What follows belongs to an exercise in optimizing a design on an open flow for small area, a short achievable clock period and few clock cycles per item; a production flow would make more cautious choices. In this exercise RTL edits were held to simulation tests only and were not proved equivalent to the original.

Setup of sierra:
// rms_top
module rms_top
(
	input  logic        CLOCK_50,
	input  logic        rst_n,
	input  logic        src_empty,
	input  logic [31:0] src_readdata,
	input  logic        snk_full,
	output logic        src_read,
	output logic        snk_write,
	output logic [31:0] snk_writedata,
	output logic [6:0]  hex0,
	output logic [6:0]  hex1,
	output logic [6:0]  hex2,
	output logic [6:0]  hex3,
	output logic [6:0]  hex4,
	output logic [6:0]  hex5
);
	localparam logic [14:0] BND = 15'b101_0101_0101_0010;
	logic        run_q;
	logic        pend_q;
	logic        vsk_q;
	logic [15:0] xs_q;
	logic        va_q;
	logic [15:0] xa_q;
	logic        vq_q;
	logic [31:0] sq_q;
	logic [34:0] s_q;
	logic        vs_q;
	logic [3:0]  es_q;
	logic [1:0]  ms_q;
	logic [3:0]  e_of_k;
	logic [1:0]  m_of_k;
	logic [2:0]  wcnt_q;
	logic        ov_q;
	logic [15:0] out_q;
	logic [3:0]  pos_q;
	logic        adv;
	logic [7:0]  xh;
	logic [7:0]  xl;
	logic [15:0] sqh;
	logic [15:0] sql;
	logic [15:0] sqm;
	logic [15:0] sqm_q;
	logic [34:0] s_new;
	assign adv = !ov_q || !snk_full;
	assign snk_write = ov_q && !snk_full;
  ...
clock: 10.0 ns
lec_check: 0
abc_area: 0
cap_margin: 20
core_margin: 2
core_utilization: 40
cts_buf_list: sky130_fd_sc_hd__clkbuf_8
setup_slack_margin: 4.8
slew_margin: 20
run.sh (not shown) runs the stock make flow with config.mk's settings and CLKGATE_MAP_FILE= SYNTH_SCRIPT=/design/flow/synth_recipe.tcl, a recipe that flattens the netlist after the stock synthesis.
Testbench counts of sierra, summed over its fixed seeds: cycles 4,192, items 4,096.
Inputs modified between sierra and tundra:
Settings: changing ABC_AREA from 0 to 1; setting GPL_ROUTABILITY_DRIVEN to 0 for the first time.
==> summary.txt <==
[compare] base=sierra new=tundra: die area fell 5.6%; met1 demand-to-capacity share in global routing dropped 2.3 points; core outline area -5.7%.
The timing startpoint of the critical path comes out src_empty in one run and es_q[1]$_SDFFCE_PP0P_ in the other, namely in tundra and sierra respectively.
When the final numbers for sierra and tundra were put side by side, the sequential portion of the cell area turned out to be greater in tundra.
When tundra is set beside sierra, its buffering stage count on the worst path with inverters included turns out to be 2 smaller.
Across sierra and tundra, the outcome is the same: a clean finish for every run.
Relative to tundra, the following input files were edited for umber:
Settings: CTS_CLUSTER_DIAMETER: unset -> 60; CTS_BUF_LIST: sky130_fd_sc_hd__clkbuf_8 -> sky130_fd_sc_hd__clkbuf_8 sky130_fd_sc_hd__clkbuf_16; CTS_CLUSTER_SIZE: unset -> 30; GPL_ROUTABILITY_DRIVEN: 0 -> unset.
Findings:
Number of vias after detailed routing went down slightly going from tundra to umber. Per the comparison of umber with tundra, detailed-route wire length on metal 1 dropped about 0.36%; number of antenna repair diodes dropped 1; clock buffer instance count of the final layout dropped 32; number of antenna violations at the first check in global routing dropped 1. umber has routed length on met3 below what tundra had. umber: PASS, flow complete, no timing, DRC or antenna violations. Summary — utilization, umber relative to tundra: higher, by 0.43 points.
Changes in violet relative to umber:
Settings: a change of CTS_CLUSTER_SIZE from 30 to 40; a change of CTS_CLUSTER_DIAMETER from 60 to 80.
[summary]
In violet the worst setup slack for register-to-register paths turned out 0.03 ns higher than in umber.
Compared with umber, routed length on met2 in violet increased slightly.
Looking at global-route usage, violet sits 0.20 points lower than umber does.
violet against umber: logic depth of the worst register-to-register path has remained practically unchanged; relative area of non-clock buffer cells in the final design did not really move; worst setup slack climbed 0.021 ns.
Post-layout instance area went down slightly going from umber to violet.
--- input diff violet..nickel ---
Settings: putting PLACE_DENSITY at 0.7 where nothing was set; clearing CTS_BUF_LIST, which used to be sky130_fd_sc_hd__clkbuf_8 sky130_fd_sc_hd__clkbuf_16; swapping 4.8 for 5 in SETUP_SLACK_MARGIN; clearing CTS_CLUSTER_SIZE, which used to be 40; swapping 40 for 50 in CORE_UTILIZATION; clearing CTS_CLUSTER_DIAMETER, which used to be 80.
[summary]
- For violet, the end point of the critical path was src_read, unlike nickel, where it was g_step[13].genblk1.g_reg.rem_q[7]$_DFFE_PN_.
- Looking at via count, nickel sits 1030 above violet.
- Summary of nickel over violet: clock buffer count from CTS has increased.

---

Setup of run A:
Starting RTL as in the previous note.
Design rms_top, start of the top module:
module rms_top
(
	input  logic        CLOCK_50,
	input  logic        rst_n,
	input  logic        src_empty,
	input  logic [31:0] src_readdata,
	input  logic        snk_full,
	output logic        src_read,
	output logic        snk_write,
	output logic [31:0] snk_writedata,
	output logic [6:0]  hex0,
	output logic [6:0]  hex1,
	output logic [6:0]  hex2,
	output logic [6:0]  hex3,
	output logic [6:0]  hex4,
	output logic [6:0]  hex5
);
export LEC_CHECK = 0
export ABC_AREA = 1
export CAP_MARGIN = 20
export CORE_MARGIN = 2
export CORE_UTILIZATION = 40
export CTS_BUF_LIST = sky130_fd_sc_hd__clkbuf_8
export SETUP_SLACK_MARGIN = 4.5
export SLEW_MARGIN = 20
create_clock -name core_clock -period 10.0 [get_ports {CLOCK_50}]
Testbench counts of run A, summed over its fixed seeds: cycles 4,192, items 4,096.
### run A -> run B
- SETUP_SLACK_MARGIN now 4.8, was 4.5
- GPL_TIMING_DRIVEN now 0, previously not set
Findings:
- Compared with run A, in run B post-placement worst setup slack up 380 ps; wire length of the first global-routing pass up 4700 um.
- Run A → run B: final instance area grew by about 5%; number of cells after detailed placement grew by 2.0%; total number of clock tree sinks saw little to no change.
- Run A and run B ended up with nearly the same clock network area share.
- For number of maximum-capacitance constraint violations, run A and run B come out practically identical.
- Delta (run B minus run A): utilization now sits higher; number of non-clock buffers in the layout now sits higher.
For run C, these inputs were changed with respect to run B:
- a change of SETUP_SLACK_MARGIN from 4.8 to 5
- a deleted GPL_TIMING_DRIVEN that had been 0
==> flow/flow/run.sh (new file) <==
#!/bin/bash
set -euo pipefail
bash standard.sh SETUP_SLACK_MARGIN=5.25 finish > make_finish.log 2>&1
==> flow/standard.sh (new file) <==
#!/bin/bash
# synth_recipe.tcl (not shown) runs the flow's synth.tcl, then flattens the netlist and writes it again
# the make line also repeats each setting of config.mk as NAME=value (left out here)
make -C /OpenROAD-flow-scripts/flow DESIGN_CONFIG=/design/flow/config.mk WORK_HOME=/design/flow/orfs CLKGATE_MAP_FILE= SYNTH_SCRIPT=/design/flow/synth_recipe.tcl "${@:-finish}"
removed: flow/run.sh
--- outcome ---
- From run B to run C the numbers moved as follows: portion of the layout cell area used by non-clock buffers now larger, utilization after layout higher, time the worst path needs with I/O delays and setup went down, global-route met3 utilization held.
- Compared with run B, run C shows detailed-route wire length that has gone up by a few percent.
### run C -> run D
- swapping 20 for 0 in CAP_MARGIN
- swapping 20 for 0 in SLEW_MARGIN
==> flow/run.sh (new file) <==
#!/bin/bash
# synth_recipe.tcl (not shown) runs the flow's synth.tcl, then flattens the netlist and writes it again
# the make line also repeats each setting of config.mk as NAME=value (left out here)
make -C /OpenROAD-flow-scripts/flow DESIGN_CONFIG=/design/flow/config.mk WORK_HOME=/design/flow/orfs CLKGATE_MAP_FILE= SYNTH_SCRIPT=/design/flow/synth_recipe.tcl finish
removed: flow/flow/run.sh
removed: flow/standard.sh
Results
[compare] base=run C new=run D: clock skew saw little to no change, worst setup slack dropped 150 ps, finished layout cell area lower, detailed route wirelength on metal2 fell by about 6%.
Re first-pass GRT wire length: run C was higher than run D.
Number of ordinary and repair buffers in the finished layout, run C and run D: higher on run C
Run D: global routing usage on met2 0.97 points below run C
Relative to run C, the number of instances resized during post-cts repair measured on run D has decreased by more than half.
Run D vs run C: worst hold slack across all endpoints down
--- input diff run D..run E ---
- CAP_MARGIN now 20, was 0
- SETUP_SLACK_MARGIN now 4.0, was 5
- SLEW_MARGIN now 20, was 0
Findings:
Going from run D to run E, the total global-route track usage was found to have gone down by 0.86 points.
Run E has clock period minus final worst setup slack above what run D had.
| critical path required time | run E vs run D | ≈ equal |

what the ideal ports hide:
In the flow no input, the clock included, has a driving cell. The finished layouts below were timed again as built, in two steps. Step 1 (the two cells are an assumption about what drives the block):
set clk [get_ports {CLOCK_50}]
set_driving_cell -lib_cell sky130_fd_sc_hd__clkbuf_16 $clk
set_driving_cell -lib_cell sky130_fd_sc_hd__buf_2 [delete_from_list [all_inputs] $clk]
Step 2 moves the port delays by t, midway between the first and last clock arrival at a register: inputs arrive t later, outputs are due t later. That takes back most of the time a late clock gives input paths. a / b / c = ideal ports / drivers / drivers and shift; a / b = the first two.
| run | shift t [ns] | setup WS [ns] | latest minus earliest clock arrival (ns) | slew at the worst register clock pin (ns) |
|---|---|---|---|---|
| sierra | 0.699 | 4.500 / 4.500 / 4.500 | 0.037 / 0.037 | 0.06 / 0.06 |
| tundra | 0.700 | 4.972 / 4.952 / 4.952 | 0.032 / 0.032 | 0.07 / 0.07 |
| umber | 0.633 | 4.951 / 4.933 / 4.933 | 0.037 / 0.037 | 0.10 / 0.10 |
| violet | 0.663 | 4.972 / 4.952 / 4.952 | 0.038 / 0.037 | 0.12 / 0.12 |
| nickel | 0.634 | 5.005 / 5.005 / 5.005 | 0.021 / 0.022 | 0.06 / 0.06 |
| run A | 0.701 | 4.670 / 4.649 / 4.649 | 0.031 / 0.031 | 0.07 / 0.07 |
| run B | 0.701 | 5.001 / 5.001 / 5.001 | 0.029 / 0.030 | 0.06 / 0.06 |
| run C | 0.706 | 5.231 / 5.170 / 5.170 | 0.026 / 0.027 | 0.07 / 0.07 |
| run D | 0.699 | 5.079 / 5.059 / 5.059 | 0.024 / 0.024 | 0.07 / 0.07 |
| run E | 0.694 | 4.334 / 4.313 / 4.313 | 0.022 / 0.021 | 0.06 / 0.06 |
After both steps setup and hold are still met in every run listed. For run C, which loses most, drivers alone change the setup slack by -0.061 ns; drivers and shift together by -0.061 ns.
